Context: an optimization exercise on an open-source flow, tuned for small area, a short achievable clock period and few clock cycles per item. The choices shown serve that exercise and are no tape-out recipe. Where RTL was checked, it was by simulation tests only, not by an equivalence proof against the original. Only the layout flow was run in runs 1 to 4; the RTL was not checked for function there.

**flow/design.v**
```verilog
module vvdiv #(
    parameter int VECTOR_SIZE = 16,
    parameter int INT_SIZE    = 16
) (
    input  logic                                  clock,
    input  logic                                  resetn,
    input  logic                                  in_valid,
    output logic                                  in_ready,
    input  logic [VECTOR_SIZE-1:0][INT_SIZE-1:0]  a,
    input  logic [VECTOR_SIZE-1:0][INT_SIZE-1:0]  x,
    output logic                                  out_valid,
    input  logic                                  out_ready,
    output logic [VECTOR_SIZE-1:0][INT_SIZE-1:0]  q,
    output logic [VECTOR_SIZE-1:0][INT_SIZE-1:0]  r,
    output logic [VECTOR_SIZE-1:0]                dz
);
    localparam int ITERS      = 2;
    localparam int LOAD_ITERS = 2;
    localparam int STEPS      = (INT_SIZE - LOAD_ITERS) / ITERS;
    localparam int CW         = $clog2(STEPS + 1);
    logic          busy;
    logic [CW-1:0] cnt;
    logic [VECTOR_SIZE-1:0][INT_SIZE-1:0] xr, rm, qa;
    assign in_ready = !busy && (!out_valid || out_ready);
    always_ff @(posedge clock or negedge resetn) begin
        if (!resetn) begin
            busy      <= 1'b0;
            cnt       <= '0;
            out_valid <= 1'b0;
        end else if (busy) begin
            cnt <= cnt - 1'b1;
            if (cnt == CW'(1)) begin
                busy      <= 1'b0;
                out_valid <= 1'b1;
            end
        end else if (in_ready) begin
            busy      <= in_valid;
            cnt       <= CW'(STEPS);
            out_valid <= 1'b0;
        end
    end
    task automatic step(input logic [INT_SIZE-1:0] r, input logic b,
                        input logic [INT_SIZE-1:0] xv,
                        output logic ge, output logic [INT_SIZE-1:0] rn);
        logic [INT_SIZE-1:0] t, g, p, gg, pp, c;
        t = {r[INT_SIZE-2:0], b};
        g = t & ~xv;
        p = t | ~xv;
        g[0] = g[0] | p[0];
        gg = g;
        pp = p;
        for (int l = 0; (1 << l) < INT_SIZE; l++) begin
            for (int j = 0; j < INT_SIZE; j++) begin
                if ((j >> l) & 1) begin
                    int s;
                    s = ((j >> l) << l) - 1;
                    gg[j] = gg[j] | (pp[j] & gg[s]);
                    pp[j] = pp[j] & pp[s];
                end
            end
        end
        c  = {gg[INT_SIZE-2:0], 1'b1};
        ge = r[INT_SIZE-1] | gg[INT_SIZE-1];
        rn = ge ? (t ^ ~xv ^ c) : t;
    endtask
    for (genvar i = 0; i < VECTOR_SIZE; i++) begin : g_lane
        logic [INT_SIZE-1:0] rem_ld, qa_ld, rem_it, qa_it;
        always_comb begin
            logic [INT_SIZE:0] trial, diff;
            rem_ld = '0;
            qa_ld  = a[i];
            for (int k = 0; k < LOAD_ITERS; k++) begin
                logic ge;
                trial  = {rem_ld, qa_ld[INT_SIZE-1]};
                ge     = (x[i] >> (k + 1)) == '0 && trial[LOAD_ITERS:0] >= {1'b0, x[i][LOAD_ITERS-1:0]};
                diff   = trial - {1'b0, x[i]};
                rem_ld = ge ? INT_SIZE'(diff[LOAD_ITERS-1:0]) : trial[INT_SIZE-1:0];
                qa_ld  = {qa_ld[INT_SIZE-2:0], ge};
            end
            rem_it = rm[i];
            qa_it  = qa[i];
            for (int k = 0; k < ITERS; k++) begin
                logic ge;
                step(rem_it, qa_it[INT_SIZE-1], xr[i], ge, rem_it);
                qa_it  = {qa_it[INT_SIZE-2:0], ge};
            end
        end
        always_ff @(posedge clock) begin
            if (busy) begin
                rm[i] <= rem_it;
                qa[i] <= qa_it;
            end else if (in_ready) begin
                xr[i] <= x[i];
                rm[i] <= rem_ld;
                qa[i] <= qa_ld;
            end
        end
        assign q[i]  = qa[i];
        assign r[i]  = rm[i];
        assign dz[i] = xr[i] == '0;
    end
endmodule
```
**flow/flow/run.sh**
```bash
#!/bin/bash
# The standard layout, with plain buffers on the ports instead of the delay
# buffers buffer_ports picks by default. Every port still gets its own buffer.
set -euo pipefail
export BUFFER_PORTS_ARGS="-buffer_cell sky130_fd_sc_hd__buf_1"
bash standard.sh > standard.log 2>&1
```
**flow/standard.sh**
```bash
#!/bin/bash
# synth_recipe.tcl (not shown) runs the flow's synth.tcl, then flattens the netlist and writes it again
# the make line also repeats each setting of config.mk as NAME=value (left out here)
make -C /OpenROAD-flow-scripts/flow DESIGN_CONFIG=/design/flow/config.mk WORK_HOME=/design/flow/orfs CLKGATE_MAP_FILE= SYNTH_SCRIPT=/design/flow/synth_recipe.tcl "${@:-finish}"
```
**flow/config.mk**
```make
export PLATFORM = sky130hd
export DESIGN_NAME = vvdiv
export DESIGN_NICKNAME = vvdiv
export VERILOG_FILES = /design/flow/design.v
export SDC_FILE = /design/flow/constraint.sdc
export NUM_CORES = 4
export LEC_CHECK = 0
export CAP_MARGIN = 20
export CORE_MARGIN = 2
export CORE_UTILIZATION = 40
export SETUP_SLACK_MARGIN = 4.0
export SLEW_MARGIN = 20
```
**flow/constraint.sdc**
```tcl
create_clock -name core_clock -period 8.0 [get_ports {clock}]
set_input_delay 1.6000 -clock core_clock [delete_from_list [all_inputs] [get_ports {clock}]]
set_output_delay 1.6000 -clock core_clock [all_outputs]
set_load 0.01 [all_outputs]
```
==> impl_metrics.csv, run 1 <==
group,metric,value,unit
global_route,grt_pass1_wl,335900,um
logic_synthesis,yosysSeqAreaShare,35.75,%
routing,num_vias,56524,
critical_path,reg2reg_to,"rm[251]$_SDFFCE_PN0P_",
outcome,outcome,"complete, no violations",
clocking,path_clk_slew,0.07,ns
min_path,hold_start,"cnt[2]$_DFFE_PN0P_",
floorplanning,ios,1046,
critical_path,path_max_fanout,4,
critical_path,setup.worst_path.end,"rm[251]$_SDFFCE_PN0P_",
place,hpwl,161500,um
clocking,cts.sinks,773,
floorplanning,start_util,40.34,%
clocking,clk_path_buf_depth,3,
final_layout,syn2layout_area_growth,33.71,%
timing,finalSetupViolCount,0,
logic_synthesis,syn_inst,6498,
critical_path,crit_path_start,"qa[255]$_DFFE_PP_",
critical_path,cp_top_family,"buffers and inverters",
critical_path,rrSetupSlack,2.84,ns
critical_path,end_kind,"register",
place,place.gp.congestion,0.9328,
routing,route.detailed.drc,0,
timing,tns,0,ns
logic_synthesis,synthXorXnorAreaFrac,5.065,%
final_layout,drive_gt1_share,25.39,%
critical_path,worstRegToRegCells,34,
logic_synthesis,yosys_most_used_dff,"edfxtp_1",
floorplanning,placementRows,147,
timing,slew_violations,0,
timing,skew,0.02628,ns
timing,fmax,194.0,MHz
routing,drtPass1Iterations,8,
place,place_area,71300,um2
critical_path,cp_num_cells,34,
min_path,hold_class,"register to register",
timing,slew_headroom,30.84,%
min_path,hold-path-cell-count,1,
run,cap_viol_max_count,0,
routing,drtIter0Drc,3831,
timing,post-route-period-util,64.45,%
floorplanning,core,160800,um2
global_route,track_usage,26.39,%
logic_synthesis,synthSimpleGateAreaFrac,10.50,%
clocking,worstSkewPairLatency,0.75,ns
global_route,grt_pass1_vias,56467,
final_layout,post-route-cell-area,86710,um2
final_layout,fillers,13976,
global_route,antenna_found_initial,37,
logic_synthesis,synth_seq_cells,773,
clocking,h-tree-depth,3,
global_route,grt-ovfl-total,0,
global_route,grt_max_degree,137,
logic_synthesis,synth_top_family_by_area,"adder cells",
final_layout,final_cell_mix,"buf_1 (1,044), inv_1 (975), ha_1 (880)",
logic_synthesis,async_flop_share,0.6468,%
critical_path,max_stage_delay,0.49,ns
clocking,cts_tree,"yes",
critical_path,cp.arrival,5.66,ns
floorplanning,dieArea,165400,um2
critical_path,regToRegStartpoint,"qa[255]$_DFFE_PP_",
routing,finalWirelength,231100,um
logic_synthesis,synth_fa_ha_area_share,22.29,%
critical_path,required,8.50,ns
logic_synthesis,synth_nets,8110,
logic_synthesis,synth_compound_area_share,12.50,%
critical_path,path_common_cell,"buf_4",
timing,period_needed,5.156,ns
logic_synthesis,synthDistinctLibCells,106,
final_layout,nNetsFinal,9830,
timing,worst_pin_slew,1.037,ns
critical_path,start_kind,"register",
timing,hold_ws,0.4952,ns
critical_path,cp_slowest_cell,"a2111oi_4",
critical_path,path_class,"register to register",
logic_synthesis,synth_area_per_cell,9.980,um2
place,placedCellCount,9599,
logic_synthesis,syn-cell-area,64850,um2
timing,rsz0062_at_grt,"true",
timing,final_hold_viol_count,0,
floorplanning,dieWidth,406.7,um
final_layout,mostFrequentLayoutCell,"buf_1",
clocking,cts_inserted_buffers,94,
floorplanning,fp.dieH,406.7,um
critical_path,path_buf_inv,25,
logic_synthesis,muxShareOfSynthArea,6.855,%
routing,wl_per_cell,22.06,um
routing,postRouteAntennaNets,0,
logic_synthesis,synth-edff-count,768,
logic_synthesis,yosysWarnings,1,
final_layout,stdcell_count,10477,
place,port_buffers,1045,
routing,viasPerCell,5.395,
clocking,cts-root-buf,"clkbuf_16",
clocking,hold_buffers,0,
[sequential cells by signal, indices dropped and copies added (netlist names)]
signal     cells
qa           256
rm           256
out_valid      1
cnt            3
xr           256
busy           1
[timing repair]
action,4_1_cts,5_1_grt
endpoints found under the setup margin,275,273
pin swaps,423,311
cloned,42,4
gates resized for setup,1108,455
buffers inserted,471,166
[worst min path at each step]
| stage | endpoint | slack (ns) |
|---|---|---|
| floorplan | cnt[2]$_DFFE_PN0P_ | 0.46 |
| global placement | cnt[2]$_DFFE_PN0P_ | 0.47 |
| detailed placement | cnt[2]$_DFFE_PN0P_ | 0.49 |
| CTS | cnt[2]$_DFFE_PN0P_ | 0.49 |
| global route | cnt[2]$_DFFE_PN0P_ | 0.52 |
| finish | cnt[2]$_DFFE_PN0P_ | 0.50 |
[metrics by stage]
step | worst slack, ns | utilization (%)
after floorplan | 0.5490 | -
after global placement | 1.854 | 44.35
after detailed placement | 1.658 | 44.35
after CTS | 2.925 | 51.83
after global routing | 2.713 | 53.93
final | 2.844 | 53.94
[cell families after synthesis]
| logic type | count (synthesis) |
|---|---|
| AO/OA/AOI/OAI | 1206 |
| buffers and inverters | 1188 |
| multiplexers | 410 |
| flip-flops | 773 |
| AND/OR/NAND/NOR | 1450 |
| adder cells (fa/ha/maj) | 1096 |
| XOR/XNOR | 375 |
[synth_stat cells, drive strengths merged, types with 42 or more instances]
cell | n | area [um2]
clkbuf | 102 | 382.9
edfxtp | 768 | 23060
nor2b | 48 | 300.3
mux2i | 137 | 1371
nor4 | 136 | 850.8
mux2 | 273 | 3074
a211oi | 104 | 855.8
nor3 | 82 | 426.7
nand2 | 282 | 1059
o21ai | 211 | 1075
o21bai | 101 | 792.0
a21oi | 407 | 2041
fa | 99 | 1982
buf | 42 | 260.3
ha | 997 | 12470
xnor2 | 169 | 1480
nor2 | 610 | 2290
o31ai | 46 | 365.4
nand2b | 82 | 513.0
xor2 | 206 | 1804
nand3 | 49 | 245.2
inv | 1044 | 3919
[per-layer routing]
layer  global-route usage [%]  part of all wire (%)
met5                        0                 0.079
met4                    12.64                   5.3
met3                    7.034                   7.7
met2                    44.73                    48
met1                    30.86                    39
[layout make-up]
cell class | count | area [um2] | share of cell area [%]
repair buffers | 1746 | 10750 | 12.40
flip-flops and latches | 773 | 23190 | 26.74
multi-input cells | 4559 | 42990 | 49.58
clock inverters | 68 | 613.1 | 0.7070
diodes | 21 | 52.55 | 0.06060
well taps | 2160 | 2703 | 3.117
clock buffers | 106 | 2482 | 2.863
inverters | 1044 | 3929 | 4.531
==> run 2: changes to the inputs <==
==> flow/flow/run.sh (replaced) <==
#!/bin/bash
# The standard layout, with plain buffers on the ports instead of the delay
# buffers buffer_ports picks by default. Every port still gets its own buffer.
set -euo pipefail
export ADDER_MAP_FILE=
export BUFFER_PORTS_ARGS="-buffer_cell sky130_fd_sc_hd__buf_1"
bash standard.sh > standard.log 2>&1
==> impl_metrics.csv, run 2 <==
group,metric,value,unit
place,port_buffers,1045,
critical_path,path_buf_inv,3,
critical_path,path_cells,"nand2b_4, maj3_2, o211a_1, o31a_1, or4_4, a22oi_2, xnor2_2, a222oi_1, buf_4, nor2_2, a22o_1, a31oi_2, a31oi_2, a21o_1, maj3_2, o21ai_4, buf_6, buf_12, nand2_4, xnor2_2, nor2_1",
logic_synthesis,synth_top_family_by_area,"simple AND/OR/NAND/NOR gates",
timing,skew,0.02756,ns
routing,route.detailed.drc,0,
global_route,grt_util_met3,6.169,%
final_layout,final_cell_mix,"buf_1 (1,043), buf_4 (854), edfxtp_1 (768)",
final_layout,multi_input_area,42610,um2
clocking,h-tree-depth,3,
min_path,hold-path-cell-count,1,
critical_path,cp_top_family,"compound AO/OA/AOI/OAI gates",
timing,rsz0062_at_grt,"true",
routing,drtIter0Drc,5008,
timing,final_hold_viol_count,0,
logic_synthesis,yosysSeqAreaShare,38.70,%
critical_path,required,8.42,ns
timing,tns,0,ns
global_route,gr-max-usage-layer,"met2",
critical_path,rrSetupSlack,2.75,ns
routing,finalWirelength,239600,um
critical_path,cp_slowest_cell,"or4_4",
logic_synthesis,synth_top_area_share,38.49,%
min_path,hold_class,"register to register",
floorplanning,dieArea,152900,um2
critical_path,path_max_fanout,6,
clocking,worstSkewPairLatency,0.72,ns
critical_path,regToRegStartpoint,"qa[191]$_DFFE_PP_",
outcome,outcome,"complete, no violations",
final_layout,drive_gt1_share,33.22,%
place,dp_slack,1.524,ns
global_route,antenna_found_initial,58,
timing,slew_headroom,28.10,%
clocking,cts_tree,"yes",
final_layout,nNetsFinal,8942,
routing,postRouteAntennaNets,0,
critical_path,start_kind,"register",
routing,num_vias,60978,
final_layout,regArea,23190,um2
logic_synthesis,synthSimpleGateAreaFrac,17.79,%
critical_path,reg2reg_to,"rm[185]$_SDFFCE_PN0P_",
logic_synthesis,synth_area_leader_cell,"edfxtp_1",
timing,fmax,190.4,MHz
global_route,grt_pass1_wl,342200,um
floorplanning,placementRows,142,
critical_path,cp.arrival,5.67,ns
timing,post-route-period-util,65.64,%
min_path,hold_start,"cnt[2]$_DFFE_PN0P_",
clocking,cts.sinks,773,
logic_synthesis,syn-cell-area,59910,um2
routing,drtPass1Iterations,8,
logic_synthesis,synth_fa_ha_area_share,4.688,%
logic_synthesis,synth_top_cells_by_count,"edfxtp_1 (768), xnor2_1 (710), nor2_1 (668)",
routing,viasPerCell,5.811,
timing,worst_pin_slew,1.078,ns
critical_path,max_stage_delay,0.49,ns
logic_synthesis,synth_nets,7058,
timing,slew_violations,0,
logic_synthesis,muxShareOfSynthArea,4.931,%
critical_path,worstRegToRegCells,21,
floorplanning,ios,1046,
logic_synthesis,synth_area_per_cell,9.158,um2
final_layout,syn2layout_area_growth,43.67,%
global_route,grt_pass1_vias,57070,
place,place.gp.congestion,0.9465,
timing,finalSetupViolCount,0,
logic_synthesis,yosys_most_used_dff,"edfxtp_1",
floorplanning,core,149200,um2
final_layout,stdcell_count,10493,
logic_synthesis,synthDistinctLibCells,115,
clocking,cts_inserted_buffers,97,
timing,period_needed,5.251,ns
critical_path,end_kind,"register",
logic_synthesis,async_flop_share,0.6468,%
global_route,grt-ovfl-total,0,
timing,layout_setup_ws,2.749,ns
logic_synthesis,synth_most_common_cell,"edfxtp_1",
logic_synthesis,synth-edff-count,768,
final_layout,fillers,12407,
global_route,track_usage,28.67,%
floorplanning,dieWidth,391.0,um
logic_synthesis,synth_area_leaders,"edfxtp_1 (38%), xnor2_1 (10%), maj3_1 (4.4%), mux2_2 (4.3%), nor2_1 (4.2%)",
logic_synthesis,synthXorXnorAreaFrac,12.30,%
logic_synthesis,yosysWarnings,1,
min_path,min_to,"cnt[2]$_DFFE_PN0P_",
clocking,clk_path_buf_depth,3,
logic_synthesis,synth_compound_area_share,17.09,%
clocking,path_clk_slew,0.06,ns
global_route,groute.layer.met1.usage,34.67,%
logic_synthesis,syn_inst,6542,
clocking,cts-root-buf,"clkbuf_16",
floorplanning,start_util,40.14,%
final_layout,reg_top3,"qa x256, rm x256, xr x256",
global_route,grt_max_degree,162,
run,cap_viol_max_count,0,
place,hpwl,152500,um
global_route,grt_use_met2,47.32,%
critical_path,path_class,"register to register",
logic_synthesis,synth_seq_cells,773,
floorplanning,fp.dieH,391.0,um
final_layout,mostFrequentLayoutCell,"buf_1",
routing,wl_per_cell,22.83,um
place,placedCellCount,9218,
[run 2: what timing repair did]
action | 4_1_cts | 5_1_grt
setup buffers | 750 | 271
setup endpoints to repair | 275 | 323
hold buffers | 0 | 0
resized for setup | 1378 | 648
pin swaps | 640 | 505
hold endpoints to repair | 0 | 0
gates cloned | 29 | 2
[run 2: kinds of logic after synthesis]
group | after synthesis
simple gates | 2186
fa+ha+maj | 279
compound gates | 1508
flops | 773
buf+inv | 691
xor+xnor | 839
mux | 266
[run 2: area by class of cell]
| cell class | count | share of cell area, % |
|---|---|---|
| timing repair buffer | 2113 | 15.34 |
| multi-input combinational | 5097 | 49.50 |
| tap | 1944 | 2.826 |
| clock buffer | 112 | 2.935 |
| antenna | 41 | 0.1192 |
| sequential | 773 | 26.94 |
| clock inverter | 69 | 0.8096 |
| inverter | 344 | 1.532 |
[run 2: worst max-delay path by stage]
stage | from | endpoint | slack (ns) | depth (start not counted)
3_3_place_gp | xr[161]$_DFFE_PP_ | rm[161]$_DFFE_PP_ | 1.58 | 19
3_5_place_dp | qa[175]$_DFFE_PP_ | rm[161]$_DFFE_PP_ | 1.52 | 19
2_1_floorplan | out_ready | in_ready | 0.53 | 2
4_1_cts | qa[79]$_DFFE_PP_ | rm[65]$_DFFE_PP_ | 2.92 | 20
5_1_grt | qa[191]$_DFFE_PP_ | rm[177]$_DFFE_PP_ | 2.56 | 21
6_report | qa[191]$_DFFE_PP_ | rm[185]$_SDFFCE_PN0P_ | 2.75 | 21
[run 2: per-stage QoR]
step           hold slack, ns  area [um2]  utilization, %
6_report               0.4761       86080           57.68
5_1_grt                0.4999       86060           57.66
4_1_cts                0.4784       80620           54.02
3_5_place_dp           0.4716       65200           43.69
3_3_place_gp           0.4524       65200           43.69
2_1_floorplan          0.4370       59940               -
[run 2: metal layers]
metal,wire length [um],vias up
li1,-,27715
met1,91710,29645
met2,113600,2860
met3,19380,742
met4,14740,16
met5,158,-
==> run 3: changes to the inputs <==
==> flow/design.v (replaced) <==
module vvdiv #(
    parameter int VECTOR_SIZE = 16,
    parameter int INT_SIZE    = 16
) (
    input  logic                                  clock,
    input  logic                                  resetn,
    input  logic                                  in_valid,
    output logic                                  in_ready,
    input  logic [VECTOR_SIZE-1:0][INT_SIZE-1:0]  a,
    input  logic [VECTOR_SIZE-1:0][INT_SIZE-1:0]  x,
    output logic                                  out_valid,
    input  logic                                  out_ready,
    output logic [VECTOR_SIZE-1:0][INT_SIZE-1:0]  q,
    output logic [VECTOR_SIZE-1:0][INT_SIZE-1:0]  r,
    output logic [VECTOR_SIZE-1:0]                dz
);
    localparam int ITERS      = 1;
    localparam int LOAD_ITERS = 3;
    localparam int STEPS      = (INT_SIZE - LOAD_ITERS) / ITERS;
    localparam int CW         = $clog2(STEPS + 1);
    logic          busy;
    logic [CW-1:0] cnt;
    logic [VECTOR_SIZE-1:0][INT_SIZE-1:0] xr, rm, qa;
    logic [VECTOR_SIZE-1:0] zr;
    assign in_ready = !busy && (!out_valid || out_ready);
    always_ff @(posedge clock or negedge resetn) begin
        if (!resetn) begin
            busy      <= 1'b0;
            cnt       <= '0;
            out_valid <= 1'b0;
        end else if (busy) begin
            cnt <= cnt - 1'b1;
            if (cnt == CW'(1)) begin
                busy      <= 1'b0;
                out_valid <= 1'b1;
            end
        end else if (in_ready) begin
            busy      <= in_valid;
            cnt       <= CW'(STEPS);
            out_valid <= 1'b0;
        end
    end
    task automatic step(input logic [INT_SIZE-1:0] rv, input logic b,
                        input logic [INT_SIZE-1:0] xv,
                        output logic ge, output logic [INT_SIZE-1:0] rn);
        logic [INT_SIZE:0] trial, diff;
        trial = {rv, b};
        diff  = trial - {1'b0, xv};
        ge    = !diff[INT_SIZE];
        rn    = ge ? diff[INT_SIZE-1:0] : trial[INT_SIZE-1:0];
    endtask
    for (genvar i = 0; i < VECTOR_SIZE; i++) begin : g_lane
        logic [INT_SIZE-1:0] rem_ld, qa_ld, rem_it, qa_it;
        always_comb begin
            logic [LOAD_ITERS-1:0] top, xs, qs, rs;
            top = a[i][INT_SIZE-1 -: LOAD_ITERS];
            xs  = x[i][LOAD_ITERS-1:0];
            qs  = xs == '0 ? '1 : top / xs;
            rs  = xs == '0 ? top : top % xs;
            if ((x[i] >> LOAD_ITERS) != '0) begin
                qs = '0;
                rs = top;
            end
            rem_ld = INT_SIZE'(rs);
            qa_ld  = {a[i][INT_SIZE-LOAD_ITERS-1:0], qs};
            rem_it = rm[i];
            qa_it  = qa[i];
            for (int k = 0; k < ITERS; k++) begin
                logic ge;
                step(rem_it, qa_it[INT_SIZE-1], xr[i], ge, rem_it);
                qa_it = {qa_it[INT_SIZE-2:0], ge};
            end
        end
        always_ff @(posedge clock) begin
            if (busy) begin
                rm[i] <= rem_it;
                qa[i] <= qa_it;
            end else if (in_ready) begin
                xr[i] <= x[i];
                zr[i] <= x[i] == '0;
                rm[i] <= rem_ld;
                qa[i] <= qa_ld;
            end
        end
        assign q[i]  = qa[i];
        assign r[i]  = rm[i];
        assign dz[i] = zr[i];
    end
endmodule
==> flow/flow/run.sh (replaced) <==
#!/bin/bash
# The standard layout, with plain buffers on the ports instead of the delay
# buffers buffer_ports picks by default. Every port still gets its own buffer.
set -euo pipefail
export BUFFER_PORTS_ARGS="-buffer_cell sky130_fd_sc_hd__buf_1"
bash standard.sh > standard.log 2>&1
--- a/flow/config.mk
+++ b/flow/config.mk
@@ -8,5 +8,5 @@
 export CAP_MARGIN = 20
 export CORE_MARGIN = 2
 export CORE_UTILIZATION = 40
-export SETUP_SLACK_MARGIN = 4.0
+export SETUP_SLACK_MARGIN = 4.5
 export SLEW_MARGIN = 20
==> impl_metrics.csv, run 3 <==
group,metric,value,unit
global_route,track_usage,24.88,%
logic_synthesis,synth_most_common_cell,"edfxtp_1",
floorplanning,fp.dieH,355.5,um
critical_path,start_kind,"input pin",
timing,skew,0.02256,ns
global_route,grt_pass1_wl,241900,um
clocking,cts-root-buf,"clkbuf_16",
floorplanning,core,122200,um2
timing,slew_violations,0,
global_route,grt_pass1_vias,39523,
clocking,path_clk_slew,0.06,ns
routing,wl_per_cell,22.12,um
place,place.gp.congestion,0.9470,
min_path,hold_class,"register to register",
final_layout,reg_top3,"qa x256, rm x256, xr x256",
place,hpwl,121600,um
timing,post-route-period-util,49.27,%
critical_path,cp.arrival,4.36,ns
timing,slew_headroom,33.90,%
critical_path,worstRegToRegCells,11,
logic_synthesis,synth_area_leader_cell,"edfxtp_1",
place,port_buffers,1045,
final_layout,syn2layout_area_growth,27.61,%
floorplanning,start_util,40.45,%
place,placedCellCount,7077,
critical_path,regToRegStartpoint,"qa[191]$_DFFE_PP_",
final_layout,nNetsFinal,6686,
final_layout,final_cell_mix,"buf_1 (979), edfxtp_1 (784), inv_1 (437)",
floorplanning,placementRows,128,
clocking,hold_buffers,0,
clocking,cts_inserted_buffers,93,
logic_synthesis,synthDistinctLibCells,80,
logic_synthesis,synth_area_leaders,"edfxtp_1 (48%), ha_1 (9.0%), mux2_2 (5.7%), mux2i_1 (4.5%), inv_1 (3.5%)",
critical_path,path_class,"input pin to register",
clocking,worstSkewPairLatency,0.71,ns
clocking,clk_path_buf_depth,3,
global_route,grt-ovfl-total,0,
place,dp_slack,2.802,ns
critical_path,rrSetupSlack,4.53,ns
timing,layout_setup_ws,4.059,ns
timing,period_needed,3.941,ns
run,cap_viol_max_count,0,
timing,fmax,253.7,MHz
timing,worst_pin_slew,0.9915,ns
final_layout,mostFrequentLayoutCell,"buf_1",
logic_synthesis,synth_top_cells_by_count,"edfxtp_1 (784), inv_1 (462), nor2_1 (367)",
routing,postRouteAntennaNets,0,
final_layout,post-route-cell-area,63070,um2
clocking,cts_tree,"yes",
logic_synthesis,syn-cell-area,49420,um2
clocking,cts.sinks,790,
place,place_area,55230,um2
critical_path,path_max_fanout,4,
timing,finalSetupViolCount,0,
critical_path,crit_path_start,"x[64]",
routing,route.detailed.drc,0,
logic_synthesis,syn_inst,4493,
timing,rsz0062_at_grt,"true",
clocking,h-tree-depth,3,
routing,num_vias,40797,
global_route,grt_max_degree,131,
critical_path,end_kind,"register",
routing,finalWirelength,166000,um
routing,drtPass1Iterations,6,
floorplanning,ios,1046,
min_path,hold_start,"cnt[3]$_DFFE_PN0P_",
routing,drtIter0Drc,3159,
timing,final_hold_viol_count,0,
routing,viasPerCell,5.437,
final_layout,drive_gt1_share,17.10,%
logic_synthesis,synth_area_per_cell,11.00,um2
logic_synthesis,yosys_most_used_dff,"edfxtp_1",
global_route,antenna_found_initial,26,
final_layout,stdcell_count,7503,
logic_synthesis,synth_nets,5395,
logic_synthesis,synth_top_area_share,47.63,%
logic_synthesis,yosysWarnings,1,
logic_synthesis,yosysSeqAreaShare,47.94,%
logic_synthesis,synth_seq_cells,790,
floorplanning,dieArea,126400,um2
outcome,outcome,"complete, no violations",
min_path,hold-path-cell-count,1,
logic_synthesis,async_flop_share,0.7595,%
critical_path,required,8.42,ns
floorplanning,dieWidth,355.5,um
logic_synthesis,synth-edff-count,784,
## run 3: cell count changes after synthesis, sizes merged, moves of 127 or more
cell / change
clkbuf: -175
nand2: -290
inv: +127
nor2: -298
o21ai: -139
mux2i: +187
ha: +354
maj3: -279
xnor2: -554
## run 3: area by class of cell
type	instances	area [um2]
well taps	1625	2033
diodes	17	42.54
fillers	10974	59120
flip-flops and latches	790	23700
repair inverters	1	5.005
inverters	462	1858
repair buffers	1301	6758
multi-input cells	3135	25440
clock buffers	109	2524
clock inverters	63	718.2
## run 3: path summary, 6_finish.rpt
| kind | to |
|---|---|
| max in group asynchronous | busy$_DFF_PN0_ |
| min | cnt[3]$_DFFE_PN0P_ |
| max reg2reg | rm[178]$_DFFE_PP_ |
| max | rm[66]$_DFFE_PP_ |
| min in group asynchronous | cnt[3]$_DFFE_PN0P_ |
| min reg2reg | cnt[3]$_DFFE_PN0P_ |
## run 3: worst max-delay path, stage by stage
cell and delay (ns):
buf_8 0.11, buf_4 0.13, buf_4 0.14, ha_1 0.32
nand2b_1 0.10, a21boi_2 0.15, o21a_1 0.16, mux2_4 0.33
inv_4 0.07, ha_4 0.19, a21o_1 0.18, a21oi_4 0.20
buf_6 0.12, mux2_4 0.29, a211oi_2 0.21, a21oi_1 0.06
## run 3: kinds of logic after synthesis
group	after synthesis	share of synthesized area, %
AO/OA/AOI/OAI	1021	13.26
AND/OR/NAND/NOR	1017	9.670
flip-flops	790	47.94
buffers and inverters	573	4.521
multiplexers	473	10.23
adder cells (fa/ha/maj)	386	10.26
XOR/XNOR	233	4.129
## run 3: per-layer routing
metal	global-route usage (%)	vias up	part of all wire [%]
met5	0	-	0.054
met3	6.146	334	7.6
met1	30.37	19813	39
li1	-	19207	-
met4	10.54	14	4.6
met2	41.81	1429	48
## run 3: stage by stage
step	util (%)	hold slack, ns	setup TNS (ns)
6_report	51.62	0.4725	0
5_1_grt	51.61	0.5125	0
4_1_cts	50.35	0.4754	0
3_5_place_dp	45.20	0.4689	0
3_3_place_gp	45.20	0.4578	0
2_1_floorplan	-	0.4456	-985.46
## run 3: timing repair
action	CTS	global route
setup buffers	149	81
pin swaps	174	169
setup endpoints to repair	458	245
cloned	6	1
gates resized for setup	504	213
hold endpoints to repair	0	0
==> run 4: changes to the inputs <==
--- a/flow/design.v
+++ b/flow/design.v
@@ -15,7 +15,7 @@
     output logic [VECTOR_SIZE-1:0]                dz
 );
     localparam int ITERS      = 1;
-    localparam int LOAD_ITERS = 3;
+    localparam int LOAD_ITERS = 2;
     localparam int STEPS      = (INT_SIZE - LOAD_ITERS) / ITERS;
     localparam int CW         = $clog2(STEPS + 1);
     logic          busy;
==> impl_metrics.csv, run 4 <==
group,metric,value,unit
routing,postRouteAntennaNets,0,
clocking,worstSkewPairLatency,0.70,ns
min_path,hold_class,"register to register",
clocking,cts_tree,"yes",
timing,slew_headroom,24.17,%
final_layout,regArea,23700,um2
critical_path,path_cells,"buf_1, inv_2, a21oi_4, buf_16, buf_6",
floorplanning,placementRows,126,
place,place.gp.congestion,0.9056,
global_route,groute.layer.met1.usage,28.98,%
global_route,gr-max-usage-layer,"met2",
floorplanning,fp.dieH,347.6,um
logic_synthesis,synth_top_area_share,49.85,%
outcome,outcome,"complete, no violations",
global_route,grt_pass1_wl,222200,um
final_layout,multi_input_area,21740,um2
final_layout,mostFrequentLayoutCell,"buf_1",
place,dp_slack,3.642,ns
logic_synthesis,syn_inst,4231,
logic_synthesis,synth_top_cells_by_count,"edfxtp_1 (784), nor2_1 (373), inv_1 (361)",
routing,num_vias,37526,
critical_path,cp_top_family,"buffers and inverters",
logic_synthesis,syn-cell-area,47230,um2
routing,drtPass1Iterations,5,
timing,rsz0062_at_grt,"true",
final_layout,fillers,10980,
critical_path,path_buf_inv,4,
timing,fmax,265.7,MHz
logic_synthesis,synth_seq_cells,790,
routing,finalWirelength,151200,um
floorplanning,dieArea,120800,um2
global_route,grt_pass1_vias,36245,
floorplanning,core,117600,um2
final_layout,syn2layout_area_growth,19.28,%
final_layout,nNetsFinal,6167,
run,cap_viol_max_count,0,
clocking,clk_path_buf_depth,3,
place,hpwl,115400,um
logic_synthesis,synth_area_per_cell,11.16,um2
floorplanning,dieWidth,347.6,um
logic_synthesis,synth_nets,5085,
global_route,grt_use_met2,41.80,%
timing,period_needed,3.764,ns
place,port_buffers,1045,
critical_path,max_stage_delay,0.18,ns
routing,drtIter0Drc,2419,
final_layout,reg_top3,"qa x256, rm x256, xr x256",
critical_path,path_max_fanout,2,
critical_path,path_class,"input pin to output pin",
logic_synthesis,yosysWarnings,1,
global_route,grt-ovfl-total,0,
final_layout,stdcell_count,6930,
final_layout,final_cell_mix,"buf_1 (1,044), edfxtp_1 (784), nor2_1 (373)",
timing,layout_setup_ws,4.236,ns
critical_path,start_kind,"input pin",
critical_path,cp_slowest_cell,"a21oi_4",
final_layout,drive_gt1_share,9.253,%
timing,hold_ws,0.4788,ns
clocking,cts.sinks,790,
routing,wl_per_cell,21.82,um
place,placedCellCount,6716,
final_layout,post-route-cell-area,56330,um2
clocking,path_clk_slew,0.06,ns
timing,slew_violations,0,
routing,viasPerCell,5.415,
global_route,grt_max_degree,149,
timing,worst_pin_slew,1.127,ns
timing,final_hold_viol_count,0,
routing,route.detailed.drc,0,
global_route,grt_util_met3,4.756,%
critical_path,cp.arrival,2.16,ns
global_route,track_usage,24.03,%
clocking,h-tree-depth,3,
clocking,cts_inserted_buffers,91,
floorplanning,start_util,40.16,%
timing,post-route-period-util,47.05,%
logic_synthesis,yosys_most_used_dff,"edfxtp_1",
timing,tns,0,ns
logic_synthesis,synth_area_leaders,"edfxtp_1 (50%), ha_1 (8.1%), mux2_2 (5.7%), mux2i_1 (4.0%), a21oi_1 (3.3%)",
timing,finalSetupViolCount,0,
logic_synthesis,synthDistinctLibCells,90,
floorplanning,ios,1046,
clocking,cts-root-buf,"clkbuf_16",
critical_path,required,6.40,ns
logic_synthesis,synth_most_common_cell,"edfxtp_1",
global_route,antenna_found_initial,20,
logic_synthesis,yosysSeqAreaShare,50.16,%
timing,skew,0.02789,ns
critical_path,end_kind,"output pin",
final_layout,fin_util,47.90,%
place,place_area,52870,um2
logic_synthesis,async_flop_share,0.7595,%
logic_synthesis,synth_area_leader_cell,"edfxtp_1",
logic_synthesis,synth-edff-count,784,
==> run 4: cell count changes after synthesis, sizes merged, moves of 19 or more <==
cell	change
a21oi	-19
a31oi	-40
ha	-48
inv	-100
mux2i	-29
nand2	+75
o2111ai	-25
o21a	-37
o31ai	-55
o41ai	+22
xnor2	-59
==> run 4: final cells by class <==
cell class | instances | share of cell area, %
tap | 1536 | 3.412
antenna | 12 | 0.05330
clock buffer | 112 | 4.258
clock inverter | 50 | 0.8795
timing repair buffer | 1111 | 8.324
sequential | 790 | 42.06
multi-input combinational | 2957 | 38.58
inverter | 362 | 2.425
==> run 4: metal layers <==
metal,part of all wire [%],up-vias
li1,-,17762
met1,40,18212
met2,49,1257
met3,5.7,285
met4,4.7,10
met5,0.040,-
==> run 4: final timing paths <==
check                           slack, ns               endpoint          startpoint  cells past startpoint
worst min-delay path                 0.48     cnt[3]$_DFFE_PN0P_  cnt[3]$_DFFE_PN0P_                      1
worst max register to register       4.69  rm[251]$_SDFFCE_PN0P_   qa[255]$_DFFE_PP_                     11
max in group asynchronous            6.94         busy$_DFF_PN0_              resetn                      1
worst max-delay path                 4.24               in_ready           out_ready                      5
worst min register to register       0.48     cnt[3]$_DFFE_PN0P_  cnt[3]$_DFFE_PN0P_                      1
min in group asynchronous            0.78     cnt[1]$_DFFE_PN0P_              resetn                      1
==> run 4: cell families (layout without fill, tap and decap cells) <==
logic type      after synthesis  after routing  share of synthesized area, %
flops                       790            790                         50.16
xor+xnor                    178            178                         3.515
compound gates              865            865                         11.59
mux                         436            436                         9.897
simple gates               1140           1140                         11.31
buf+inv                     484           1635                         4.058
other cells                   0             12                             0
fa+ha+maj                   338            338                         9.463
==> run 4: timing repair <==
action	CTS	global route
setup endpoints to repair	105	72
resized for setup	6	12
buffers inserted	21	16
hold buffers	0	0
pin swaps	5	4
cloned	3	0
==> run 5: changes to the inputs <==
--- a/flow/design.v
+++ b/flow/design.v
@@ -14,7 +14,7 @@
     output logic [VECTOR_SIZE-1:0][INT_SIZE-1:0]  r,
     output logic [VECTOR_SIZE-1:0]                dz
 );
-    localparam int ITERS      = 1;
+    localparam int ITERS      = 2;
     localparam int LOAD_ITERS = 2;
     localparam int STEPS      = (INT_SIZE - LOAD_ITERS) / ITERS;
     localparam int CW         = $clog2(STEPS + 1);
@@ -51,6 +51,9 @@
     endtask
     for (genvar i = 0; i < VECTOR_SIZE; i++) begin : g_lane
         logic [INT_SIZE-1:0] rem_ld, qa_ld, rem_it, qa_it;
+        logic [INT_SIZE+1:0] x3, t4;
+        logic [INT_SIZE+2:0] d1, d2, d3;
+        assign x3 = {2'b0, xr[i]} + {1'b0, xr[i], 1'b0};
         always_comb begin
             logic [LOAD_ITERS-1:0] top, xs, qs, rs;
             top = a[i][INT_SIZE-1 -: LOAD_ITERS];
@@ -63,12 +66,19 @@
             end
             rem_ld = INT_SIZE'(rs);
             qa_ld  = {a[i][INT_SIZE-LOAD_ITERS-1:0], qs};
-            rem_it = rm[i];
-            qa_it  = qa[i];
-            for (int k = 0; k < ITERS; k++) begin
-                logic ge;
-                step(rem_it, qa_it[INT_SIZE-1], xr[i], ge, rem_it);
-                qa_it = {qa_it[INT_SIZE-2:0], ge};
+            t4    = {rm[i], qa[i][INT_SIZE-1:INT_SIZE-2]};
+            d1    = {1'b0, t4} - {3'b0, xr[i]};
+            d2    = {1'b0, t4} - {2'b0, xr[i], 1'b0};
+            d3    = {1'b0, t4} - {1'b0, x3};
+            qa_it = {qa[i][INT_SIZE-3:0], 2'b00};
+            if (!d3[INT_SIZE+2]) begin
+                rem_it = d3[INT_SIZE-1:0]; qa_it[1:0] = 2'd3;
+            end else if (!d2[INT_SIZE+2]) begin
+                rem_it = d2[INT_SIZE-1:0]; qa_it[1:0] = 2'd2;
+            end else if (!d1[INT_SIZE+2]) begin
+                rem_it = d1[INT_SIZE-1:0]; qa_it[1:0] = 2'd1;
+            end else begin
+                rem_it = t4[INT_SIZE-1:0];
             end
         end
         always_ff @(posedge clock) begin
--- a/flow/config.mk
+++ b/flow/config.mk
@@ -7,6 +7,6 @@
 export LEC_CHECK = 0
 export CAP_MARGIN = 20
 export CORE_MARGIN = 2
-export CORE_UTILIZATION = 40
+export CORE_UTILIZATION = 60
 export SETUP_SLACK_MARGIN = 4.5
 export SLEW_MARGIN = 20
==> impl_metrics.csv, run 5 <==
group,metric,value,unit
clocking,cts.sinks,789,
final_layout,reg_top3,"qa x256, rm x256, xr x256",
global_route,gr-max-usage-layer,"met2",
timing,final_hold_viol_count,0,
logic_synthesis,synthSimpleGateAreaFrac,12.09,%
logic_synthesis,synth_compound_area_share,20.44,%
clocking,cts_tree,"yes",
logic_synthesis,synth_area_leader_cell,"edfxtp_1",
routing,wl_per_cell,23.44,um
logic_synthesis,synth_area_leaders,"edfxtp_1 (30%), ha_1 (14%), fa_1 (7.4%), mux2_2 (3.9%), a21oi_1 (3.9%)",
floorplanning,dieWidth,364.5,um
final_layout,post-route-cell-area,93870,um2
final_layout,nNetsFinal,11284,
timing,finalSetupViolCount,0,
global_route,grt_pass1_wl,392000,um
logic_synthesis,syn_inst,8151,
global_route,grt_max_degree,148,
timing,skew,0.03115,ns
run,cap_viol_max_count,0,
logic_synthesis,synthXorXnorAreaFrac,5.829,%
logic_synthesis,synth_most_common_cell,"ha_1",
place,hpwl,196300,um
logic_synthesis,yosysSeqAreaShare,30.35,%
final_layout,mostFrequentLayoutCell,"buf_1",
logic_synthesis,yosys_most_used_dff,"edfxtp_1",
clocking,path_clk_slew,0.06,ns
global_route,grt_use_met2,60.74,%
final_layout,fin_util,72.58,%
timing,slew_headroom,11.30,%
logic_synthesis,synth_nets,9855,
global_route,track_usage,37.83,%
logic_synthesis,synth_seq_cells,789,
logic_synthesis,async_flop_share,0.6337,%
timing,worst_pin_slew,1.327,ns
floorplanning,ios,1046,
routing,postRouteAntennaNets,0,
critical_path,crit_path_start,"out_ready",
floorplanning,start_util,60.30,%
critical_path,start_kind,"input pin",
timing,rsz0062_at_grt,"true",
clocking,h-tree-depth,3,
final_layout,regArea,23670,um2
place,place_area,83890,um2
logic_synthesis,synth_area_per_cell,9.568,um2
routing,viasPerCell,6.337,
floorplanning,core,129300,um2
place,place.gp.congestion,0.9959,
logic_synthesis,muxShareOfSynthArea,5.046,%
logic_synthesis,synthDistinctLibCells,97,
floorplanning,fp.dieH,364.5,um
global_route,grt_util_met3,9.077,%
final_layout,syn2layout_area_growth,20.36,%
clocking,hold_buffers,0,
logic_synthesis,synth-edff-count,784,
logic_synthesis,syn-cell-area,77980,um2
routing,route.detailed.drc,0,
critical_path,path_max_fanout,2,
logic_synthesis,synth_top_cells_by_count,"ha_1 (900), edfxtp_1 (784), inv_1 (728)",
place,dp_slack,3.385,ns
final_layout,drive_gt1_share,15.01,%
min_path,hold_start,"cnt[2]$_DFFE_PN0P_",
final_layout,fillers,9882,
global_route,antenna_found_initial,35,
place,port_buffers,1045,
critical_path,regToRegStartpoint,"xr[209]$_DFFE_PP_",
floorplanning,dieArea,132900,um2
critical_path,path_class,"input pin to output pin",
timing,post-route-period-util,46.55,%
global_route,grt_pass1_vias,68002,
global_route,grt-ovfl-total,0,
timing,fmax,268.5,MHz
logic_synthesis,yosysWarnings,1,
clocking,cts_inserted_buffers,99,
final_layout,final_cell_mix,"buf_1 (1,043), ha_1 (852), edfxtp_1 (784)",
critical_path,end_kind,"output pin",
critical_path,required,6.40,ns
timing,period_needed,3.724,ns
global_route,groute.layer.met1.usage,47.65,%
logic_synthesis,synth_top_family_by_area,"adder cells",
clocking,worstSkewPairLatency,0.75,ns
routing,num_vias,72449,
timing,layout_setup_ws,4.276,ns
outcome,outcome,"complete, no violations",
logic_synthesis,synth_top_area_share,30.19,%
critical_path,cp.arrival,2.12,ns
timing,slew_violations,0,
timing,tns,0,ns
logic_synthesis,synth_fa_ha_area_share,21.83,%
final_layout,multi_input_area,53820,um2
clocking,cts-root-buf,"clkbuf_16",
routing,drtIter0Drc,7098,
routing,finalWirelength,268000,um
min_path,hold_class,"register to register",
floorplanning,placementRows,132,
routing,drtPass1Iterations,6,
clocking,clk_path_buf_depth,3,
critical_path,rrSetupSlack,4.32,ns
## run 5: changes by cell type after synthesis, sizes merged, moves of 149 or more
| cell | delta |
|---|---|
| nand2 | +149 |
| fa | +256 |
| a21oi | +287 |
| xnor2 | +227 |
| ha | +594 |
| inv | +366 |
| o21ai | +347 |
| nor2 | +193 |
## run 5: layout make-up
type | instances | share of cell area [%]
clock buffers | 112 | 2.758
well taps | 1742 | 2.322
multi-input cells | 6474 | 57.33
flip-flops and latches | 789 | 25.22
diodes | 29 | 0.07731
clock inverters | 71 | 0.9744
repair buffers | 1488 | 8.380
inverters | 728 | 2.935
## run 5: cell families after synthesis
kind of cell / Yosys count
AOI/OAI and AO/OA: 2424
xor gates and xnor gates: 519
adders and majority gates: 1188
buffers and inverters: 906
DFF: 789
muxes: 359
and+or+nand+nor: 1966
## run 5: repair_timing
item	CTS	global route
endpoints found under the setup margin	406	333
gates resized for setup	283	456
pin swaps	101	216
setup buffers	183	199
cloned	17	14
## run 5: metrics by stage
step	instances	hold WS [ns]
6_report	11433	0.5025
2_1_floorplan	8151	0.4561
4_1_cts	11191	0.4999
3_5_place_dp	10808	0.4896
3_3_place_gp	10808	0.4766
5_1_grt	11423	0.5284
## run 5: path summary, 6_finish.rpt
check / endpoint / depth (start not counted)
max: in_ready / 5
min: cnt[2]$_DFFE_PN0P_ / 1
max reg2reg: rm[208]$_DFFE_PP_ / 13
min reg2reg: cnt[2]$_DFFE_PN0P_ / 1
max in group asynchronous: busy$_DFF_PN0_ / 1
min in group asynchronous: cnt[0]$_DFFE_PN0P_ / 1
## run 5: metal layers
| metal | part of all wire [%] | up-vias |
|---|---|---|
| li1 | - | 33269 |
| met1 | 38 | 35028 |
| met2 | 46 | 3376 |
| met3 | 9.6 | 758 |
| met4 | 5.8 | 18 |
| met5 | 0.051 | - |
## run 5: critical path, cell delays in order
cell     delay [ns]
buf_1          0.09
inv_2          0.05
a21oi_4        0.15
buf_12         0.13
buf_8          0.10
Testbench counts of run 5, summed over its fixed seeds: cycles 2,056, items 256.
==> run 6: changes to the inputs <==
--- a/flow/config.mk
+++ b/flow/config.mk
@@ -7,6 +7,6 @@
 export LEC_CHECK = 0
 export CAP_MARGIN = 20
 export CORE_MARGIN = 2
-export CORE_UTILIZATION = 60
+export CORE_UTILIZATION = 40
 export SETUP_SLACK_MARGIN = 4.5
 export SLEW_MARGIN = 20
==> impl_metrics.csv, run 6 <==
group,metric,value,unit
global_route,track_usage,25.72,%
logic_synthesis,synth_area_per_cell,9.568,um2
timing,post-route-period-util,47.08,%
clocking,worstSkewPairLatency,0.76,ns
critical_path,path_max_fanout,4,
global_route,grt_util_met3,3.866,%
floorplanning,dieArea,198500,um2
min_path,hold-path-cell-count,1,
global_route,grt_pass1_wl,401600,um
timing,slew_headroom,28.18,%
clocking,clk_path_buf_depth,3,
critical_path,cp_slowest_cell,"fa_1",
logic_synthesis,syn_inst,8151,
clocking,h-tree-depth,3,
logic_synthesis,synth_most_common_cell,"ha_1",
timing,skew,0.02537,ns
min_path,hold_class,"register to register",
critical_path,path_class,"register to register",
clocking,path_clk_slew,0.06,ns
clocking,hold_buffers,0,
critical_path,path_common_cell,"o21ai_4",
critical_path,max_stage_delay,0.57,ns
floorplanning,start_util,40.12,%
final_layout,regArea,23670,um2
final_layout,fillers,18248,
logic_synthesis,synth-edff-count,784,
logic_synthesis,yosys_most_used_dff,"edfxtp_1",
place,hpwl,203700,um
clocking,cts.sinks,789,
final_layout,post-route-cell-area,94340,um2
final_layout,nNetsFinal,11253,
final_layout,reg_top3,"qa x256, rm x256, xr x256",
floorplanning,core,194400,um2
clocking,cts_tree,"yes",
logic_synthesis,synth_area_leader_cell,"edfxtp_1",
routing,finalWirelength,271500,um
timing,slew_violations,0,
timing,period_needed,3.766,ns
global_route,grt_pass1_vias,68371,
timing,finalSetupViolCount,0,
logic_synthesis,syn-cell-area,77980,um2
place,place_area,84950,um2
routing,wl_per_cell,22.24,um
floorplanning,fp.dieH,445.5,um
routing,drtIter0Drc,4882,
floorplanning,placementRows,162,
outcome,outcome,"complete, no violations",
routing,num_vias,70126,
logic_synthesis,synth_nets,9855,
timing,tns,0,ns
critical_path,rrSetupSlack,4.23,ns
logic_synthesis,yosysSeqAreaShare,30.35,%
final_layout,drive_gt1_share,14.56,%
place,port_buffers,1045,
logic_synthesis,yosysWarnings,1,
logic_synthesis,synth_area_leaders,"edfxtp_1 (30%), ha_1 (14%), fa_1 (7.4%), mux2_2 (3.9%), a21oi_1 (3.9%)",
critical_path,path_cells,"fa_1, inv_2, ha_4, a211oi_4, o21bai_2, o41ai_2, buf_4, o21ai_4, a221o_1, a31oi_4, o21ai_4, buf_12, or3_1, a31o_2",
global_route,grt_use_met2,43.45,%
global_route,gr-max-usage-layer,"met2",
timing,rsz0062_at_grt,"true",
clocking,cts-root-buf,"clkbuf_16",
final_layout,syn2layout_area_growth,20.97,%
min_path,min_to,"cnt[2]$_DFFE_PN0P_",
global_route,grt-ovfl-total,0,
routing,viasPerCell,5.744,
global_route,antenna_found_initial,35,
floorplanning,dieWidth,445.5,um
global_route,grt_max_degree,145,
clocking,cts_inserted_buffers,102,
timing,worst_pin_slew,1.063,ns
timing,final_hold_viol_count,0,
logic_synthesis,synth_seq_cells,789,
logic_synthesis,async_flop_share,0.6337,%
logic_synthesis,synth_top_cells_by_count,"ha_1 (900), edfxtp_1 (784), inv_1 (728)",
global_route,groute.layer.met1.usage,31.75,%
critical_path,start_kind,"register",
routing,postRouteAntennaNets,0,
critical_path,regToRegStartpoint,"xr[209]$_DFFE_PP_",
final_layout,mostFrequentLayoutCell,"buf_1",
floorplanning,ios,1046,
logic_synthesis,synth_top_area_share,30.19,%
timing,fmax,265.5,MHz
min_path,hold_start,"cnt[2]$_DFFE_PN0P_",
final_layout,final_cell_mix,"buf_1 (1,043), ha_1 (860), edfxtp_1 (784)",
place,place.gp.congestion,0.9441,
routing,route.detailed.drc,0,
routing,drtPass1Iterations,6,
critical_path,end_kind,"register",
critical_path,cp.arrival,4.28,ns
critical_path,worstRegToRegCells,14,
final_layout,multi_input_area,53720,um2
run,cap_viol_max_count,0,
critical_path,reg2reg_to,"rm[208]$_DFFE_PP_",
critical_path,required,8.52,ns
timing,hold_ws,0.5018,ns
logic_synthesis,synthDistinctLibCells,97,
==> run 6: cell types whose count changed in the layout (fill, tap and decap cells not counted), sizes merged, moves of 2 or more <==
cell / before / now
diode: 29 / 33
nor2: 571 / 569
buf: 1480 / 1458
clkinvlp: 12 / 10
bufinv: 20 / 10
o21ai: 515 / 512
inv: 729 / 736
clkinv: 38 / 44
==> run 6: stage by stage <==
stage / cells / setup WS (ns) / utilization (%)
3_5_place_dp: 11612 / 3.447 / 43.70
4_1_cts: 11992 / 4.241 / 46.88
6_report: 12208 / 4.234 / 48.53
2_1_floorplan: 8151 / 0.3007 / -
5_1_grt: 12206 / 4.097 / 48.53
3_3_place_gp: 11612 / 3.481 / 43.69
==> run 6: cell families after synthesis <==
group / Yosys count / synth area share (%)
flip-flops: 789 / 30.35
AO/OA/AOI/OAI: 2424 / 20.44
buffers and inverters: 906 / 4.412
adder cells (fa/ha/maj): 1188 / 21.83
XOR/XNOR: 519 / 5.829
AND/OR/NAND/NOR: 1966 / 12.09
multiplexers: 359 / 5.046
==> run 6: critical path, delay by kind of cell (launching register included) <==
family | cells | cell delay [ns]
flops | 1 | 0.44
simple gates | 1 | 0.33
fa+ha+maj | 2 | 0.79
buf+inv | 3 | 0.39
compound gates | 8 | 1.55
==> run 6: area by class of cell <==
class / instances / share of cell area [%]
Multi-Input combinational cell: 6465 / 56.94
Sequential cell: 789 / 25.09
Timing Repair Buffer: 1463 / 8.068
Tap cell: 2542 / 3.371
Inverter: 728 / 2.909
Clock buffer: 116 / 2.761
Clock inverter: 72 / 0.7693
Antenna cell: 33 / 0.08754
==> run 6: per-layer routing <==
metal / share of wire [%] / vias to the layer above
met2: 48 / 2107
met4: 5.7 / 14
li1: - / 33218
met3: 5.4 / 550
met1: 41 / 34237
met5: 0.034 / -
==> run 6: worst max path at each step <==
stage               depth (start not counted)               from           endpoint  slack [ns]
detailed placement                          7              x[82]   rm[81]$_DFFE_PP_        3.45
CTS                                        15  rm[208]$_DFFE_PP_  rm[208]$_DFFE_PP_        4.24
global placement                            7              x[82]   rm[81]$_DFFE_PP_        3.48
floorplan                                   2          out_ready           in_ready        0.30
finish                                     14  xr[209]$_DFFE_PP_  rm[208]$_DFFE_PP_        4.23
global route                               14  xr[209]$_DFFE_PP_  rm[208]$_DFFE_PP_        4.10
==> run 6: timing repair <==
action	in CTS	in global routing
gates resized for setup	312	400
gates cloned	14	13
setup buffers	178	170
endpoints found under the setup margin	289	349
pin swaps	92	189
==> run 7: changes to the inputs <==
--- a/flow/config.mk
+++ b/flow/config.mk
@@ -7,6 +7,6 @@
 export LEC_CHECK = 0
 export CAP_MARGIN = 20
 export CORE_MARGIN = 2
-export CORE_UTILIZATION = 40
-export SETUP_SLACK_MARGIN = 4.5
+export CORE_UTILIZATION = 55
+export SETUP_SLACK_MARGIN = 5.0
 export SLEW_MARGIN = 20
==> impl_metrics.csv, run 7 <==
group,metric,value,unit
global_route,antenna_found_initial,27,
clocking,h-tree-depth,3,
critical_path,path_max_fanout,2,
critical_path,path_class,"input pin to output pin",
routing,viasPerCell,6.180,
routing,drtIter0Drc,6129,
logic_synthesis,synth_area_leaders,"edfxtp_1 (30%), ha_1 (14%), fa_1 (7.4%), mux2_2 (3.9%), a21oi_1 (3.9%)",
global_route,grt_pass1_vias,73958,
floorplanning,placementRows,138,
logic_synthesis,synth_top_area_share,30.19,%
logic_synthesis,yosysWarnings,1,
critical_path,cp.arrival,2.15,ns
place,port_buffers,1045,
clocking,path_clk_slew,0.06,ns
logic_synthesis,yosys_most_used_dff,"edfxtp_1",
min_path,hold-path-cell-count,1,
timing,period_needed,3.752,ns
clocking,cts_tree,"yes",
routing,wl_per_cell,23.66,um
routing,route.detailed.drc,0,
global_route,grt_max_degree,151,
routing,postRouteAntennaNets,0,
final_layout,multi_input_area,57320,um2
logic_synthesis,synth-edff-count,784,
final_layout,syn2layout_area_growth,35.15,%
place,place_area,84080,um2
place,hpwl,197200,um
routing,num_vias,75655,
timing,post-route-period-util,46.90,%
timing,worst_pin_slew,1.126,ns
logic_synthesis,synth_top_cells_by_count,"ha_1 (900), edfxtp_1 (784), inv_1 (728)",
floorplanning,dieWidth,380.6,um
timing,skew,0.03226,ns
critical_path,start_kind,"input pin",
final_layout,nNetsFinal,11944,
logic_synthesis,syn-cell-area,77980,um2
final_layout,fillers,10137,
timing,rsz0062_at_grt,"true",
place,place.gp.congestion,0.9535,
routing,finalWirelength,289600,um
outcome,outcome,"complete, no violations",
final_layout,drive_gt1_share,28.16,%
floorplanning,core,141100,um2
clocking,worstSkewPairLatency,0.75,ns
logic_synthesis,synth_area_per_cell,9.568,um2
timing,tns,0,ns
final_layout,mostFrequentLayoutCell,"buf_1",
logic_synthesis,synth_seq_cells,789,
floorplanning,ios,1046,
critical_path,end_kind,"output pin",
timing,layout_setup_ws,4.248,ns
logic_synthesis,synth_nets,9855,
clocking,cts-root-buf,"clkbuf_16",
final_layout,regArea,23670,um2
logic_synthesis,yosysSeqAreaShare,30.35,%
floorplanning,dieArea,144800,um2
timing,slew_headroom,24.94,%
timing,slew_violations,0,
critical_path,worstRegToRegCells,13,
critical_path,required,6.40,ns
global_route,grt-ovfl-total,0,
timing,fmax,266.5,MHz
clocking,cts.sinks,789,
logic_synthesis,synth_most_common_cell,"ha_1",
logic_synthesis,syn_inst,8151,
final_layout,post-route-cell-area,105400,um2
timing,finalSetupViolCount,0,
clocking,clk_path_buf_depth,3,
floorplanning,fp.dieH,380.6,um
logic_synthesis,synthDistinctLibCells,97,
final_layout,reg_top3,"qa x256, rm x256, xr x256",
run,cap_viol_max_count,0,
min_path,hold_class,"register to register",
global_route,grt_pass1_wl,430600,um
floorplanning,start_util,55.28,%
global_route,track_usage,37.77,%
logic_synthesis,synth_area_leader_cell,"edfxtp_1",
routing,drtPass1Iterations,6,
final_layout,final_cell_mix,"buf_1 (809), ha_1 (807), edfxtp_1 (784)",
logic_synthesis,async_flop_share,0.6337,%
place,dp_slack,3.435,ns
timing,final_hold_viol_count,0,
clocking,cts_inserted_buffers,98,
## run 7: changes by cell type in the layout (fill, tap and decap cells not counted), moves of 53 or more
cell,delta
a21oi_1,-67
a21oi_2,+55
buf_1,-234
buf_4,+371
buf_6,+448
ha_1,-53
inv_1,-73
inv_2,+65
o21ai_0,-135
o21ai_2,+86
## run 7: logic make-up (layout without fill, tap and decap cells)
kind of cell	Yosys count	count (layout)	synth area share [%]
compound gates	2424	2435	20.44
xor+xnor	519	519	5.829
fa+ha+maj	1188	1188	21.83
buf+inv	906	3058	4.412
flops	789	789	30.35
mux	359	359	5.046
other cells	0	25	0
simple gates	1966	1978	12.09
## run 7: stage by stage
step / hold slack [ns] / util [%] / instances
CTS: 0.5055 / 71.73 / 11999
global route: 0.5487 / 74.69 / 12229
global placement: 0.4765 / 59.61 / 10959
detailed placement: 0.4913 / 59.61 / 10959
floorplan: 0.4561 / - / 8151
finish: 0.5079 / 74.71 / 12241
## run 7: final timing paths
| path | startpoint | slack [ns] | end |
|---|---|---|---|
| min in group asynchronous | resetn | 0.74 | busy$_DFF_PN0_ |
| worst min-delay path | cnt[0]$_DFFE_PN0P_ | 0.51 | cnt[0]$_DFFE_PN0P_ |
| max in group asynchronous | resetn | 6.98 | busy$_DFF_PN0_ |
| worst max-delay path | out_ready | 4.25 | in_ready |
| worst min register to register | cnt[0]$_DFFE_PN0P_ | 0.51 | cnt[0]$_DFFE_PN0P_ |
| worst max register to register | xr[209]$_DFFE_PP_ | 4.25 | rm[208]$_DFFE_PP_ |
## run 7: worst max-delay path, stage by stage
cell,delay [ns]
buf_1,0.09
inv_2,0.05
a21oi_4,0.23
buf_6,0.17
## run 7: repair_timing
item | CTS | global route
pin swaps | 508 | 305
cloned | 44 | 4
resized for setup | 1897 | 615
buffers inserted | 810 | 213
setup endpoints to repair | 829 | 722
hold buffers | 0 | 0
## run 7: layer usage
metal | GRT usage (%) | routed length (um) | up-vias
met3 | 7.971 | 24260 | 789
met4 | 18.45 | 16210 | 10
li1 | - | - | 34621
met1 | 47.47 | 113100 | 36882
met2 | 61.74 | 135900 | 3353
met5 | 0 | 73 | -
## run 7: area by class of cell
cell class                      count  share of cell area [%]
Clock buffer                      107                   2.398
Timing Repair Buffer             2144                   14.94
Inverter                          728                   2.626
Sequential cell                   789                   22.46
Multi-Input combinational cell   6479                   54.39
Tap cell                         1890                   2.244
Clock inverter                     79                  0.8880
Antenna cell                       25                 0.05936

port drivers added, routing unchanged:
Ports are ideal in the flow. The routed layouts listed here were re-timed in OpenROAD.
Step 1 (the two cells are an assumption about what drives the block):
set clk [get_ports {clock}]
set_driving_cell -lib_cell sky130_fd_sc_hd__clkbuf_16 $clk
set_driving_cell -lib_cell sky130_fd_sc_hd__buf_2 [delete_from_list [all_inputs] $clk]
Step 2, shift: input delay + t, output delay - t, t = (earliest + latest rising clock arrival at the registers) / 2. This alone moves slack from input paths to output paths.
a / b / c = no drivers / after step 1 / after step 2; a / b = the first two.
run | shift t [ns] | setup WS [ns] | worst hold slack (ns) | worst slew at a driven data input, ns
run 1 | 0.827 | 2.844 / 2.844 / 2.771 | 0.495 / 0.495 / 0.495 | 0.28
run 2 | 0.792 | 2.749 / 2.749 / 2.749 | 0.476 / 0.476 / 0.476 | 0.19
run 3 | 0.778 | 4.059 / 4.046 / 3.268 | 0.473 / 0.473 / 0.473 | 0.35
run 4 | 0.758 | 4.236 / 4.212 / 4.006 | 0.479 / 0.479 / 0.479 | 0.16
run 5 | 0.818 | 4.276 / 4.253 / 3.773 | 0.503 / 0.503 / 0.503 | 0.20
run 6 | 0.845 | 4.234 / 4.219 / 3.782 | 0.502 / 0.502 / 0.502 | 0.22
run 7 | 0.827 | 4.248 / 4.225 / 3.977 | 0.508 / 0.508 / 0.508 | 0.26
After both steps every run listed still meets setup and hold. For run 3, which loses most, drivers alone change the setup slack by -0.013 ns; drivers and shift together by -0.791 ns.
